What follows belongs to an exercise in optimizing a design on an open flow for small area; a production flow would make more cautious choices.
In this exercise RTL edits were held to simulation tests only and were not proved equivalent to the original.
No activity file was given, so power comes from the tool's default toggle rates.

==> design/flow/design.v <==
module regfile_multiport #(
  parameter int DATA_W   = 32,
  parameter int ADDR_W   = 5,
  parameter int NUM_RD   = 2,
  parameter int NUM_WR   = 2,
  parameter int ZERO_REG = 1
) (
  input  logic                     clk,
  input  logic                     rst,
  input  logic [NUM_RD*ADDR_W-1:0] rd_addr,
  output logic [NUM_RD*DATA_W-1:0] rd_data,
  input  logic [NUM_WR-1:0]        wr_en,
  input  logic [NUM_WR*ADDR_W-1:0] wr_addr,
  input  logic [NUM_WR*DATA_W-1:0] wr_data,
  output logic                     ready,
  output logic                     wr_conflict
);
  localparam int DEPTH = 1 << ADDR_W;
  typedef enum logic {
    S_CLEAR = 1'b0,
    S_READY = 1'b1
  } state_t;
  state_t state, state_nxt;
  logic [ADDR_W-1:0] cnt;
  logic              clearing;
  logic              accepting;
  logic [ADDR_W-1:0] ra [NUM_RD];
  logic [ADDR_W-1:0] wa [NUM_WR];
  logic [DATA_W-1:0] wd [NUM_WR];
  logic [DATA_W-1:0] rd_next [NUM_RD];
  logic [NUM_WR-1:0] wr_live;
  logic              conflict_nxt;
  logic [DATA_W-1:0] mem [DEPTH];
  for (genvar p = 0; p < NUM_RD; p++) begin : g_rd_unpack
    assign ra[p] = rd_addr[p*ADDR_W +: ADDR_W];
  end
  for (genvar w = 0; w < NUM_WR; w++) begin : g_wr_unpack
    assign wa[w] = wr_addr[w*ADDR_W +: ADDR_W];
    assign wd[w] = wr_data[w*DATA_W +: DATA_W];
  end
  always_ff @(posedge clk) begin
    if (rst) begin
      state <= S_CLEAR;
    end else begin
      state <= state_nxt;
    end
  end
  always_comb begin
    state_nxt = state;
    unique case (state)
      S_CLEAR: if (cnt == ADDR_W'(DEPTH - 1)) state_nxt = S_READY;
      S_READY: state_nxt = S_READY;
      default: state_nxt = S_CLEAR;
    endcase
  end
  always_comb begin
    clearing  = 1'b0;
    accepting = 1'b0;
    ready     = 1'b0;
    unique case (state)
      S_CLEAR: clearing = 1'b1;
      S_READY: begin
        accepting = 1'b1;
        ready     = 1'b1;
      end
      default: clearing = 1'b1;
    endcase
  end
  always_ff @(posedge clk) begin
    if (rst) begin
      cnt <= '0;
    end else if (clearing) begin
      cnt <= cnt + 1'b1;
    end
  end
  always_comb begin
    for (int w = 0; w < NUM_WR; w++) begin
      wr_live[w] = accepting && wr_en[w] && !((ZERO_REG != 0) && (wa[w] == '0));
    end
  end
  always_comb begin
    conflict_nxt = 1'b0;
    for (int i = 0; i < NUM_WR; i++) begin
      for (int j = i + 1; j < NUM_WR; j++) begin
        if (accepting && wr_en[i] && wr_en[j] && (wa[i] == wa[j])) begin
          conflict_nxt = 1'b1;
        end
      end
    end
  end
  always_ff @(posedge clk) begin
    if (rst) begin
      wr_conflict <= 1'b0;
    end else begin
      wr_conflict <= conflict_nxt;
    end
  end
  always_ff @(posedge clk) begin
    if (!rst) begin
      if (clearing) begin
        mem[cnt] <= '0;
      end
      for (int w = 0; w < NUM_WR; w++) begin
        if (wr_live[w]) begin
          mem[wa[w]] <= wd[w];
        end
      end
    end
  end
  always_comb begin
    for (int p = 0; p < NUM_RD; p++) begin
      rd_next[p] = mem[ra[p]];
      for (int w = 0; w < NUM_WR; w++) begin
        if (wr_live[w] && (wa[w] == ra[p])) begin
          rd_next[p] = wd[w];
        end
      end
      if ((ZERO_REG != 0) && (ra[p] == '0)) begin
        rd_next[p] = '0;
      end
    end
  end
  always_ff @(posedge clk) begin
    if (rst || !accepting) begin
      rd_data <= '0;
    end else begin
      for (int p = 0; p < NUM_RD; p++) begin
        rd_data[p*DATA_W +: DATA_W] <= rd_next[p];
      end
    end
  end
endmodule
==> design/flow/run.sh <==
#!/bin/bash
# synth_recipe.tcl (not shown) runs the flow's synth.tcl, then flattens the netlist and writes it again
# the make line also repeats each setting of config.mk as NAME=value (left out here)
make -C /OpenROAD-flow-scripts/flow DESIGN_CONFIG=/design/flow/config.mk WORK_HOME=/design/flow/orfs CLKGATE_MAP_FILE= SYNTH_SCRIPT=/design/flow/synth_recipe.tcl finish
==> design/flow/config.mk <==
export PLATFORM = sky130hd
export DESIGN_NAME = regfile_multiport
export DESIGN_NICKNAME = regfile_multiport
export VERILOG_FILES = /design/flow/design.v
export SDC_FILE = /design/flow/constraint.sdc
export NUM_CORES = 4
export LEC_CHECK = 0
export CAP_MARGIN = 20
export CORE_MARGIN = 2
export CORE_UTILIZATION = 40
export SLEW_MARGIN = 20
==> design/flow/constraint.sdc <==
create_clock -name core_clock -period 5.0 [get_ports {clk}]
set_input_delay 1.0000 -clock core_clock [delete_from_list [all_inputs] [get_ports {clk}]]
set_output_delay 1.0000 -clock core_clock [all_outputs]
set_load 0.01 [all_outputs]
==> run summary <==
-- worst max-delay path by stage --
| stage | from | end | slack [ns] | cells after the start |
|---|---|---|---|---|
| after floorplan | wr_addr[4] | mem[28][0] | 0.52 | 7 |
| after CTS | wr_addr[1] | mem[19][12] | 1.33 | 7 |
| after detailed placement | wr_addr[1] | mem[19][16] | 0.56 | 7 |
| after global routing | wr_addr[1] | mem[19][12] | 1.14 | 7 |
| after global placement | wr_addr[1] | mem[19][16] | 0.49 | 7 |
| final | wr_addr[1] | mem[19][12] | 1.17 | 7 |
-- stage by stage --
| stage | instance area (µm²) | instances | power, µW | utilization, % | hold WS (ns) |
|---|---|---|---|---|---|
| after global routing | 70300 | 7644 | 20600 | 45.8 | 0.647 |
| after floorplan | 61700 | 5634 | 11100 | - | 0.552 |
| after global placement | 66700 | 7423 | 11900 | 43.4 | 0.608 |
| after detailed placement | 66700 | 7423 | 11900 | 43.4 | 0.615 |
| final | 70300 | 7651 | 20300 | 45.8 | 0.637 |
| after CTS | 70300 | 7641 | 20200 | 45.8 | 0.623 |
-- where the power goes --
part           internal, µW  switching, µW  leakage [µW]  total (µW)
Sequential             9940           33.2       0.00863        9970
Combinational           598           1220        0.0115        1820
Clock                  4680           3800       0.00175        8480
-- flip-flops by register name, indices dropped and copies added (netlist names) --
name         flops
mem           1024
rd_data         64
cnt              5
state            1
wr_conflict      1
-- kinds of logic after synthesis --
kind of cell    Yosys count  share of synthesized area [%]
mux                     771                           17.7
xor+xnor                 20                          0.284
fa+ha+maj                 2                         0.0406
simple gates           1370                           9.18
flops                  1095                           52.2
compound gates         1632                           15.8
buf+inv                 744                           4.78
-- synth_stat cells, types with 8 or more instances --
cell       instances
a21oi_1           39
a22o_1            33
a22oi_1          348
a31oi_1           27
a32o_1            32
and2_1            12
buf_1             41
buf_2             99
buf_4              8
clkbuf_1         561
dfxtp_1           71
edfxtp_1        1024
inv_1             34
mux2i_1          515
mux4_2           256
nand2_1         1075
nand3_1          139
nand4_1           36
nor2_1            35
nor2b_1           15
nor4_1            15
o2111ai_1         33
o21ai_0         1000
o21ai_1           30
o21bai_1          15
o22ai_1           19
o311ai_1          30
xor2_1            13
-- worst max-delay path: cells and delay by family --
family / cells / cell delay [ns]
and+or+nand+nor: 3 / 1.27
AOI/OAI and AO/OA: 2 / 0.81
buffers and inverters: 2 / 1.08
-- per-layer routing --
layer | track usage (%) | vias to the layer above | wire length, µm
li1 | - | 21000 | -
met4 | 19.1 | 16 | 17200
met2 | 47.8 | 4072 | 112000
met3 | 9.78 | 880 | 37800
met1 | 42.2 | 24800 | 93500
met5 | 0.523 | - | 209
-- area by class of cell --
cell class | instances | area, µm² | share of cell area (%)
Clock inverter | 57 | 458 | 0.652
Antenna cell | 10 | 25.0 | 0.0356
Timing Repair Buffer | 455 | 4440 | 6.32
Multi-Input combinational cell | 3795 | 27400 | 38.9
Inverter | 34 | 128 | 0.182
Tap cell | 2044 | 2560 | 3.64
Clock buffer | 161 | 3140 | 4.47
Sequential cell | 1095 | 32200 | 45.8
==> out/results.txt <==
Status: timing/DRC/antenna clean
IO buf count: 153
Final HPWL DP: 160,000 µm
Data arrival, critical path: 4.20 ns
P&R area growth vs syn: 14.0%
Root Buffer: clkbuf_16
# rows: 144
Dominant synthesized flop cell: edfxtp_1
Mean Syn Cell Area: 10.9 µm²
Hold_sp: cnt[0]
Setup Fix Bufs, Post-CTS: 0
Post-synth EDFFs: 1,024
Total Wirelength: 261,000 µm
Core Footprint: 0.154 mm²
Die footprint: 0.157 mm²
Mapped Area: 0.0617 mm²
Vias: 50,700
FF-to-FF Start: state
Routed Antenna Nets: 0
Slowest cell on crit path: or4_1
WS Path Type: primary input to flip-flop
First-pass GRT wire length: 360,000 µm
Post-layout min period: 3.83 ns
Worst setup EP type: flip-flop
Hold Path Class: flip-flop to flip-flop
Die H: 397 µm
RSZ-0062 raised after global routing: false
Final period utilization: 76.7%
Io pins: 154
Max Freq: 261 MHz
Largest net degree at the start of global routing: 90
Die width: 397 µm
Sequential cell area fraction in the yosys report: 52.2%
Post-synth top area share: 49.9%
R2r setup slk: 1.72 ns
Synth area leaders: edfxtp_1 (50%), mux4_2 (9.4%), mux2i_1 (8.4%)
Post-DR vias/cell: 6.63
Required time of the critical path: 5.37 ns
Clock latency at the later pin of the worst-skew pair: 0.76 ns
Residual DRC: 0
Final slew viol count: 0
Worst Hold Depth: 2
CP Launch Type: primary input
Final Hold Fails: 0
Worst Reg-to-Reg Cells: 7
P_leak: 0.0218 µW
Hold-fix buffers, CTS: 0
Hold EP: cnt[0]
Drt wl/cell: 34.1 µm
# Max-Cap Violations: 0
Most common cell after layout, fill and taps aside: nand2_1
Clk buf depth: 3
Pre-CTS setup slack: 0.555 ns
# fillers: 13,900
P per Cell Area: 288 mW/mm²
Clock-pin transition on the worst setup and hold timing paths: 0.06 ns
First-pass DRT Iterations: 7
FF+latch count, synth: 1,095
TritonCTS clock tree: yes
Worst-path cell chain: clkdlybuf4s50_1 > or4_1 > and2_1 > o32ai_1 > nand2_1 > o21bai_4 > buf_4
Vias in the first global route: 47,700
Commonest non-fill, non-tap cells in the layout: nand2_1 (1,073), edfxtp_1 (1,024), o21ai_0 (1,000)
Total grt overflow: 0
Rel. slew slack: 18.8%
Synth cell types: 55
Initial antenna violation count: 18
Post-Route Skew: 0.0330 ns
Setup violations, final: 0
Routability cong.: 0.921
Sum Neg Setup Slack: 0 ns
Total CTS buffers: 115
Mapped Cells: 5,634
Yosys top cell by area: edfxtp_1
Slew of the pin with the lowest slew margin: 1.22 ns
Net count, final: 5,586
Crit-path max cell delay: 0.63 ns
Initial Utilization: 40.2%
H-tree Lvls: 3
Syn nets: 5,724
Initial DRC count: 8,298
Reg2reg end: mem[2][22]
All-Layer GR Usage: 32.5%
CTS-repair resized insts: 0
Maximum vdd ir drop: 0.000301 V
Final worst slack: 1.17 ns
Num Clock Sinks: 1,095
Maximum net fanout on the critical path: 18
Synthesis warning total: 5
Layout cells sized above 1: 14.7%
Synth async-reset ratio: 0%

==> static timing again, ports no longer ideal <==
The flow's constraints put no driver on any port. The routed layout listed below was extracted and timed again, unchanged, in two steps.
Step 1, drivers: a clkbuf_16 drives clk and a buf_2 each remaining input, both assumed.
Step 2 times the ports against the registers' clock, not the clock port: input delays grow and output delays shrink by t, the midpoint of the rising clock arrivals with the driver on.
Slacks: ideal ports / drivers / drivers and shift; pairs: ideal ports / drivers.
shift t [ns]: 0.832
setup WS [ns]: 1.167 / 1.227 / 0.395
hold WS [ns]: 0.637 / 0.637 / 0.637
latest minus earliest clock arrival (ns): 0.039 / 0.039
worst slew at a driven data input, ns: 0.15
After both steps setup and hold are still met in this run. The setup slack of this run moves by +0.060 ns with the drivers and by -0.772 ns with both steps.
